This is an optimization exercise on Yosys and OpenROAD, whose aim is small area, not a production implementation.
Only simulation tests tie the RTL to the original design; equivalence was not proved.
The flow treats the clock pin as an ideal source. Dropping or thinning the clock tree relies on that and would not hold on a real chip.
Power figures rest on the tool's default switching activity, not on a simulated workload.

==> flow/design.v <==
package net_tx_pkg;
  typedef logic [7:0]  byte_t;       
  typedef logic [47:0] mac_addr_t;   
  typedef logic [31:0] ip_addr_t;    
  typedef logic [15:0] port_t;       
  typedef logic [15:0] length_t;     
  typedef enum logic [1:0] {SEQ_IDLE, SEQ_READY, SEQ_START, SEQ_BUSY} seq_state_t;
  typedef enum logic [2:0] {
    MAC_IDLE,
    MAC_PREAMBLE,
    MAC_HEADER,
    MAC_PAYLOAD,
    MAC_FCS
  } mac_state_t;
  typedef enum logic [1:0] {IP_IDLE, IP_HEADER, IP_PAYLOAD} ip_state_t;
  localparam byte_t       PREAMBLE_BYTE    = 8'h55;
  localparam byte_t       SFD_BYTE         = 8'hD5;
  localparam int          PREAMBLE_LEN     = 8;      
  localparam int          MAC_HEADER_LEN   = 14;     
  localparam logic [15:0] ETHERTYPE_IPV4   = 16'h0800;
  localparam int          FCS_LEN          = 4;
  localparam logic [31:0] CRC_POLY         = 32'hEDB88320;   
  localparam logic [31:0] CRC_RESIDUE_INIT = 32'hFFFFFFFF;
  localparam int          IFG_LEN          = 12;     
  localparam int          IP_HEADER_LEN  = 20;
  localparam byte_t       IP_TTL         = 8'd128;
  localparam byte_t       IP_PROTO_UDP   = 8'd17;
  localparam logic [15:0] IP_FLAGS_DF    = 16'h4000;   
  localparam int          UDP_HEADER_LEN = 8;
  localparam port_t       LOCAL_PORT     = 16'd1024;
  localparam int MIN_PAYLOAD = 18;
  localparam int MAX_PAYLOAD = 1472;
endpackage
`timescale 1ns/1ps
module network_tx (
  input  logic        tx_clock,
  input  logic        rst,
  input  logic        udp_tx_request,
  input  logic [15:0] udp_tx_length,
  input  logic [7:0]  udp_tx_data,
  output logic        udp_tx_enable,
  output logic        udp_tx_active,
  input  logic        run,
  input  logic [47:0] local_mac,
  input  logic [31:0] local_ip,
  input  logic [47:0] dest_mac,
  input  logic [31:0] dest_ip,
  input  logic [15:0] dest_port,
  output logic [7:0]  phy_txd,
  output logic        phy_tx_en
);
  logic [6:0]  p;
  logic [10:0] pc;         
  logic [47:0] tx_dest_mac;
  logic [31:0] tx_dest_ip;
  logic [15:0] tx_dest_port;
  logic [31:0] crc_q;
  logic [31:0] crc_n;
  logic [15:0] acc;        
  logic        acc_c;      
  logic        acc_g;      
  logic [7:0]  m;          
  logic [7:0]  cd;         
  logic [7:0]  cb;         
  logic [7:0]  ipb;        
  logic [7:0]  macb;       
  logic [10:0] sl;         
  logic        fcs, crc_g;
  assign sl = pc + ((p > 7'd60) ? 11'd56 : 11'd54) + {10'd0, (p == 7'd57) || (p == 7'd79)};
  always_ff @(posedge tx_clock) begin
    if (rst) p <= '0;
    else if (p == 7'd0) p <= udp_tx_request ? 7'd29 : 7'd0;
    else if (p == 7'd81) p <= (pc == 11'd1998) ? 7'd82 : 7'd81;
    else if (p == 7'd99) p <= '0;
    else p <= p + 7'd1;
  end
  always_ff @(posedge tx_clock) begin
    if (p == 7'd29) pc <= udp_tx_length[10:0];
    else pc <= pc - 11'd1;
  end
  assign udp_tx_enable = (p == 7'd30);
  assign udp_tx_active = (p == 7'd80) || (p == 7'd81 && pc != 11'd1998);
  always_ff @(posedge tx_clock) begin
    if (!run) begin
      tx_dest_mac  <= dest_mac;
      tx_dest_ip   <= dest_ip;
      tx_dest_port <= dest_port;
    end
  end
  always_comb begin
    case (p[4:0])
      5'd2: ipb = local_ip[31:24];
      5'd3: ipb = local_ip[23:16];
      5'd4: ipb = local_ip[15:8];
      5'd5: ipb = local_ip[7:0];
      5'd6: ipb = tx_dest_ip[31:24];
      5'd7: ipb = tx_dest_ip[23:16];
      5'd8: ipb = tx_dest_ip[15:8];
      5'd9: ipb = tx_dest_ip[7:0];
      5'd12: ipb = tx_dest_port[15:8];
      5'd13: ipb = tx_dest_port[7:0];
      default: ipb = 8'h00;
    endcase
  end
  always_comb begin
    case (p[3:0])
      4'd8: macb = tx_dest_mac[47:40];
      4'd9: macb = tx_dest_mac[39:32];
      4'd10: macb = tx_dest_mac[31:24];
      4'd11: macb = tx_dest_mac[23:16];
      4'd12: macb = tx_dest_mac[15:8];
      4'd13: macb = tx_dest_mac[7:0];
      4'd14: macb = local_mac[47:40];
      4'd15: macb = local_mac[39:32];
      4'd0: macb = local_mac[31:24];
      4'd1: macb = local_mac[23:16];
      4'd2: macb = local_mac[15:8];
      default: macb = local_mac[7:0];
    endcase
  end
  always_comb begin
    if (p == 7'd29) cb = 8'h12;
    else if (p == 7'd30) cb = 8'h05;
    else if (p >= 7'd34 && p <= 7'd41) cb = ipb;
    else if (p == 7'd56 || p == 7'd57) cb = m;
    else if (p >= 7'd80) cb = udp_tx_data;
    else cb = 8'h00;
  end
  assign acc_g = (p > 7'd30) && (p < 7'd79);
  always_ff @(posedge tx_clock) begin
    {acc_c, acc[15:8]} <= {1'b0, acc[7:0] & {8{acc_g}}} + {1'b0, cb} + {8'd0, acc_c & acc_g};
    acc[7:0] <= acc[15:8];
  end
  always_comb begin
    case (p)
      7'd40, 7'd41, 7'd42, 7'd43, 7'd44, 7'd45, 7'd46, 7'd47, 7'd48, 7'd49, 7'd50, 7'd51: m = macb;
      7'd52: m = 8'h08;
      7'd54: m = 8'h45;
      7'd56: m = {5'd0, sl[10:8]};
      7'd57: m = sl[7:0];
      7'd60: m = 8'h40;
      7'd62: m = 8'h80;
      7'd63: m = 8'h11;
      7'd64, 7'd65: m = ~acc[7:0];
      7'd66, 7'd67, 7'd68, 7'd69, 7'd70, 7'd71, 7'd72, 7'd73: m = ipb;
      7'd74: m = 8'h04;
      7'd76, 7'd77: m = ipb;
      7'd78: m = {5'd0, sl[10:8]};
      7'd79: m = sl[7:0];
      7'd81, 7'd82: m = acc[7:0];
      default: m = 8'h00;
    endcase
  end
  always_comb begin
    case (p)
      7'd36: cd = 8'h62;
      7'd37: cd = 8'h81;
      7'd38: cd = 8'h90;
      7'd39: cd = 8'hD9;
      default: cd = m;
    endcase
  end
  assign fcs   = (p >= 7'd83) && (p <= 7'd86);
  assign crc_g = !fcs && !((p >= 7'd36) && (p <= 7'd39));
  crc32_byte crc_inst (.c(crc_q), .g(crc_g), .d(cd), .n(crc_n));
  always_ff @(posedge tx_clock) crc_q <= crc_n;
  always_comb begin
    if (p >= 7'd32 && p <= 7'd38) phy_txd = 8'h55;
    else if (p == 7'd39) phy_txd = 8'hD5;
    else if (fcs) phy_txd = ~crc_q[7:0];
    else phy_txd = m;
  end
  assign phy_tx_en = (p >= 7'd32) && (p <= 7'd86);
endmodule
module crc32_byte (
  input  logic [31:0] c,
  input  logic        g,
  input  logic [7:0]  d,
  output logic [31:0] n
);
  logic [7:0] x;
  assign x = (c[7:0] & {8{g}}) ^ d;
  wire s0 = x[0] ^ x[5];
  wire s1 = x[2] ^ x[3];
  wire s2 = x[1] ^ x[7];
  wire s3 = x[6] ^ s1;
  wire s4 = x[4] ^ x[7];
  wire s5 = x[6] ^ s0;
  wire s6 = x[1] ^ x[2];
  wire s7 = x[0] ^ x[4];
  wire s8 = x[1] ^ s0;
  wire s9 = x[6] ^ s2;
  wire s10 = x[3] ^ x[4];
  wire s11 = x[3] ^ s4;
  wire s12 = x[6] ^ s11;
  wire s13 = x[4] ^ s5;
  wire s14 = x[2] ^ s4;
  wire s15 = s2 ^ s10;
  wire s16 = x[5] ^ s3;
  assign n[0] = x[2] ^ c[8];
  assign n[1] = x[0] ^ x[3] ^ c[9];
  assign n[2] = x[1] ^ c[10] ^ s7;
  assign n[3] = x[5] ^ c[11] ^ s6;
  assign n[4] = x[0] ^ c[12] ^ s3;
  assign n[5] = c[13] ^ s15;
  assign n[6] = x[4] ^ x[5] ^ c[14];
  assign n[7] = c[15] ^ s5;
  assign n[8] = c[16] ^ s9;
  assign n[9] = x[7] ^ c[17];
  assign n[10] = x[2] ^ c[18];
  assign n[11] = x[3] ^ c[19];
  assign n[12] = c[20] ^ s7;
  assign n[13] = c[21] ^ s8;
  assign n[14] = x[6] ^ c[22] ^ s6;
  assign n[15] = x[7] ^ c[23] ^ s1;
  assign n[16] = c[24] ^ s1 ^ s7;
  assign n[17] = c[25] ^ s8 ^ s10;
  assign n[18] = c[26] ^ s6 ^ s13;
  assign n[19] = c[27] ^ s2 ^ s16;
  assign n[20] = c[28] ^ s12;
  assign n[21] = x[5] ^ c[29] ^ s14;
  assign n[22] = c[30] ^ s16;
  assign n[23] = c[31] ^ s12;
  assign n[24] = s0 ^ s14;
  assign n[25] = s3 ^ s8;
  assign n[26] = s2 ^ s3 ^ s7;
  assign n[27] = x[5] ^ s15;
  assign n[28] = s13;
  assign n[29] = s2 ^ s5;
  assign n[30] = x[0] ^ s9;
  assign n[31] = s2;
endmodule
Settings: LEC_CHECK=0, CAP_MARGIN=20, CORE_MARGIN=2, CORE_UTILIZATION=40, GPL_TIMING_DRIVEN=0, SLEW_MARGIN=20; clock period 10.0 ns.
standard.sh (not shown) runs the stock make flow with config.mk's settings and CLKGATE_MAP_FILE= SYNTH_SCRIPT=/design/flow/synth_recipe.tcl, a recipe that flattens the netlist after the stock synthesis.
==> flow/flow/run.sh <==
#!/bin/bash
# The standard layout (standard.sh) with these changes:
#  - synthesis maps the logic with an area-oriented abc script (deepsyn,
#    then area-recovering mapping) and leaves
#    adders to abc instead of half/full-adder cells (registers are mapped
#    before either step, so they are the standard synthesis's registers)
#  - each port gets the smallest buffer, sky130_fd_sc_hd__buf_1
set -euo pipefail
rm -rf scripts
cp -r "$FLOW_HOME/scripts" scripts
cp flow/abc_area.script scripts/abc_speed.script
export SCRIPTS_DIR="$PWD/scripts"
export ADDER_MAP_FILE=
export BUFFER_PORTS_ARGS="-buffer_cell sky130_fd_sc_hd__buf_1"
export MY_CTS_TCL="$PWD/flow/my_cts.tcl"
sed -i 's|^log_cmd clock_tree_synthesis {\*}\$cts_args$|source $::env(MY_CTS_TCL)\nmy_cts 3 4 sky130_fd_sc_hd__clkbuf_8 sky130_fd_sc_hd__clkbuf_8\nset_propagated_clock [all_clocks]|' scripts/cts.tcl
grep -q "my_cts 3 4" scripts/cts.tcl
bash standard.sh > standard.log 2>&1
Other scripts of this flow, unchanged in this note and not shown: flow/flow/abc_area.script, flow/flow/my_cts.tcl
The first run completed without violations.
Next try:
--- a/flow/flow/run.sh
+++ b/flow/flow/run.sh
@@ -7,0 +8,3 @@
+#  - the clock tree is two levels of clkbuf_8 (flow/my_cts.tcl): the
+#    flip-flops are split into 3 x 3 balanced groups by position, one leaf
+#    buffer per group, one root buffer on the clock port
@@ -14,0 +18,2 @@
+sed -i "s/^set_dont_use \$::env(DONT_USE_CELLS)$/set_dont_use \$::env(DONT_USE_CELLS)\nset_dont_use {sky130_fd_sc_hd__buf_6 sky130_fd_sc_hd__buf_8 sky130_fd_sc_hd__buf_12 sky130_fd_sc_hd__buf_16}/" scripts/resize.tcl
+grep -q "sky130_fd_sc_hd__buf_6 sky130_fd_sc_hd__buf_8" scripts/resize.tcl
@@ -16,2 +21,2 @@
-sed -i 's|^log_cmd clock_tree_synthesis {\*}\$cts_args$|source $::env(MY_CTS_TCL)\nmy_cts 3 4 sky130_fd_sc_hd__clkbuf_8 sky130_fd_sc_hd__clkbuf_8\nset_propagated_clock [all_clocks]|' scripts/cts.tcl
-grep -q "my_cts 3 4" scripts/cts.tcl
+sed -i 's|^log_cmd clock_tree_synthesis {\*}\$cts_args$|source $::env(MY_CTS_TCL)\nmy_cts 3 3 sky130_fd_sc_hd__clkbuf_8 sky130_fd_sc_hd__clkbuf_8\nset_propagated_clock [all_clocks]|' scripts/cts.tcl
+grep -q "my_cts 3 3" scripts/cts.tcl
--- a/flow/config.mk
+++ b/flow/config.mk
@@ -8 +8 @@
-export CAP_MARGIN = 20
+export CAP_MARGIN = 5
@@ -12 +12 @@
-export SLEW_MARGIN = 20
+export SLEW_MARGIN = 5
=> The changed run completed without violations; routed wire length fell by about 0.8%; core utilization fell by 0.60 points; setup slack loses 0.42 ns; power fell by 1.5%; design area fell by about 1.2%; sequential share of layout area rose by 0.61 points; register-to-register slack loses 0.42 ns.
Next try:
==> flow/flow/run.sh (replaced) <==
#!/bin/bash
# The standard layout (standard.sh) with these changes:
#  - synthesis maps the logic with an area-oriented abc script (deepsyn,
#    then area-recovering mapping) and leaves
#    adders to abc instead of half/full-adder cells (registers are mapped
#    before either step, so they are the standard synthesis's registers)
#  - each port gets the smallest buffer, sky130_fd_sc_hd__buf_1
set -euo pipefail
rm -rf scripts
cp -r "$FLOW_HOME/scripts" scripts
cp flow/abc_area.script scripts/abc_speed.script
export SCRIPTS_DIR="$PWD/scripts"
export ADDER_MAP_FILE=
export BUFFER_PORTS_ARGS="-buffer_cell sky130_fd_sc_hd__buf_1"
export MY_CTS_TCL="$PWD/flow/my_cts.tcl"
sed -i 's|^log_cmd clock_tree_synthesis {\*}\$cts_args$|source $::env(MY_CTS_TCL)\nmy_cts 2 3 sky130_fd_sc_hd__clkbuf_16 sky130_fd_sc_hd__clkbuf_8\nset_propagated_clock [all_clocks]|' scripts/cts.tcl
grep -q "my_cts 2 3" scripts/cts.tcl
bash standard.sh > standard.log 2>&1
--- a/flow/config.mk
+++ b/flow/config.mk
@@ -8 +8 @@
-export CAP_MARGIN = 5
+export CAP_MARGIN = 20
@@ -12 +12 @@
-export SLEW_MARGIN = 5
+export SLEW_MARGIN = 20
Outcome: Total power climbs by 1.0%; worst setup slack is better by 0.46 ns; routed wire length drops by 0.46%; utilization climbs by 0.51 points; final area climbs by 1.1%; final cell count barely changes.
Next try:
--- a/flow/flow/run.sh
+++ b/flow/flow/run.sh
@@ -7,0 +8,3 @@
+#  - the clock tree is two levels of clkbuf_8 (flow/my_cts.tcl): the
+#    flip-flops are split into 3 x 4 balanced groups by position, one leaf
+#    buffer per group, one root buffer on the clock port
@@ -14,0 +18,2 @@
+sed -i "s/^set_dont_use \$::env(DONT_USE_CELLS)$/set_dont_use \$::env(DONT_USE_CELLS)\nset_dont_use {sky130_fd_sc_hd__buf_6 sky130_fd_sc_hd__buf_8 sky130_fd_sc_hd__buf_12 sky130_fd_sc_hd__buf_16}/" scripts/resize.tcl
+grep -q "sky130_fd_sc_hd__buf_6 sky130_fd_sc_hd__buf_8" scripts/resize.tcl
@@ -16,2 +21,2 @@
-sed -i 's|^log_cmd clock_tree_synthesis {\*}\$cts_args$|source $::env(MY_CTS_TCL)\nmy_cts 2 3 sky130_fd_sc_hd__clkbuf_16 sky130_fd_sc_hd__clkbuf_8\nset_propagated_clock [all_clocks]|' scripts/cts.tcl
-grep -q "my_cts 2 3" scripts/cts.tcl
+sed -i 's|^log_cmd clock_tree_synthesis {\*}\$cts_args$|source $::env(MY_CTS_TCL)\nmy_cts 3 4 sky130_fd_sc_hd__clkbuf_8 sky130_fd_sc_hd__clkbuf_8\nset_propagated_clock [all_clocks]|' scripts/cts.tcl
+grep -q "my_cts 3 4" scripts/cts.tcl
--- a/flow/config.mk
+++ b/flow/config.mk
@@ -8 +8 @@
-export CAP_MARGIN = 20
+export CAP_MARGIN = 5
@@ -12 +12 @@
-export SLEW_MARGIN = 20
+export SLEW_MARGIN = 5
Hold slack is worse by 0.0061 ns.
Register-to-register slack degrades by 0.40 ns.
Combinational power falls by about 0.5%.
Utilization goes down by 0.27 points.
Cell area is lower by 0.56%.
Die area does not change.
Sequential share of layout area is higher by 0.28 points.
Wire length increases by 0.50%.
Power stays flat.
Worst setup slack gets worse by 0.40 ns.
In every run of this note, the design's own scripts or RTL, not TritonCTS, make the clock network.

==> separate check: timing with driven ports <==
No port has a modelled driver above. Below, the same layouts with a new extraction and two added sets of constraints.
Step 1 sets driving cells, clkbuf_16 on the clock port and buf_2 on the other inputs (assumed; they add their load-dependent delay and slew).
Step 2 times the ports against the registers' clock, not the clock port: input delays grow and output delays shrink by t, the midpoint of the rising clock arrivals with the driver on.
a / b / c = no drivers / after step 1 / after step 2; a / b = the first two.
run | t, ns | setup slack, ns | worst setup path after step 2 | clock arrival spread, ns
the first run | 0.481 | 2.983 / 2.983 / 2.714 | input to register | 0.018 / 0.017
the second run | 0.467 | 2.563 / 2.563 / 2.563 | register to register | 0.018 / 0.018
the third run | 0.462 | 3.018 / 3.018 / 2.727 | input to register | 0.017 / 0.016
the fourth run | 0.491 | 2.621 / 2.621 / 2.621 | register to register | 0.016 / 0.016
After both steps every run listed still meets setup and hold. The setup slack of the third run, which loses most, moves by 0.000 ns with the drivers and by -0.291 ns with both steps.
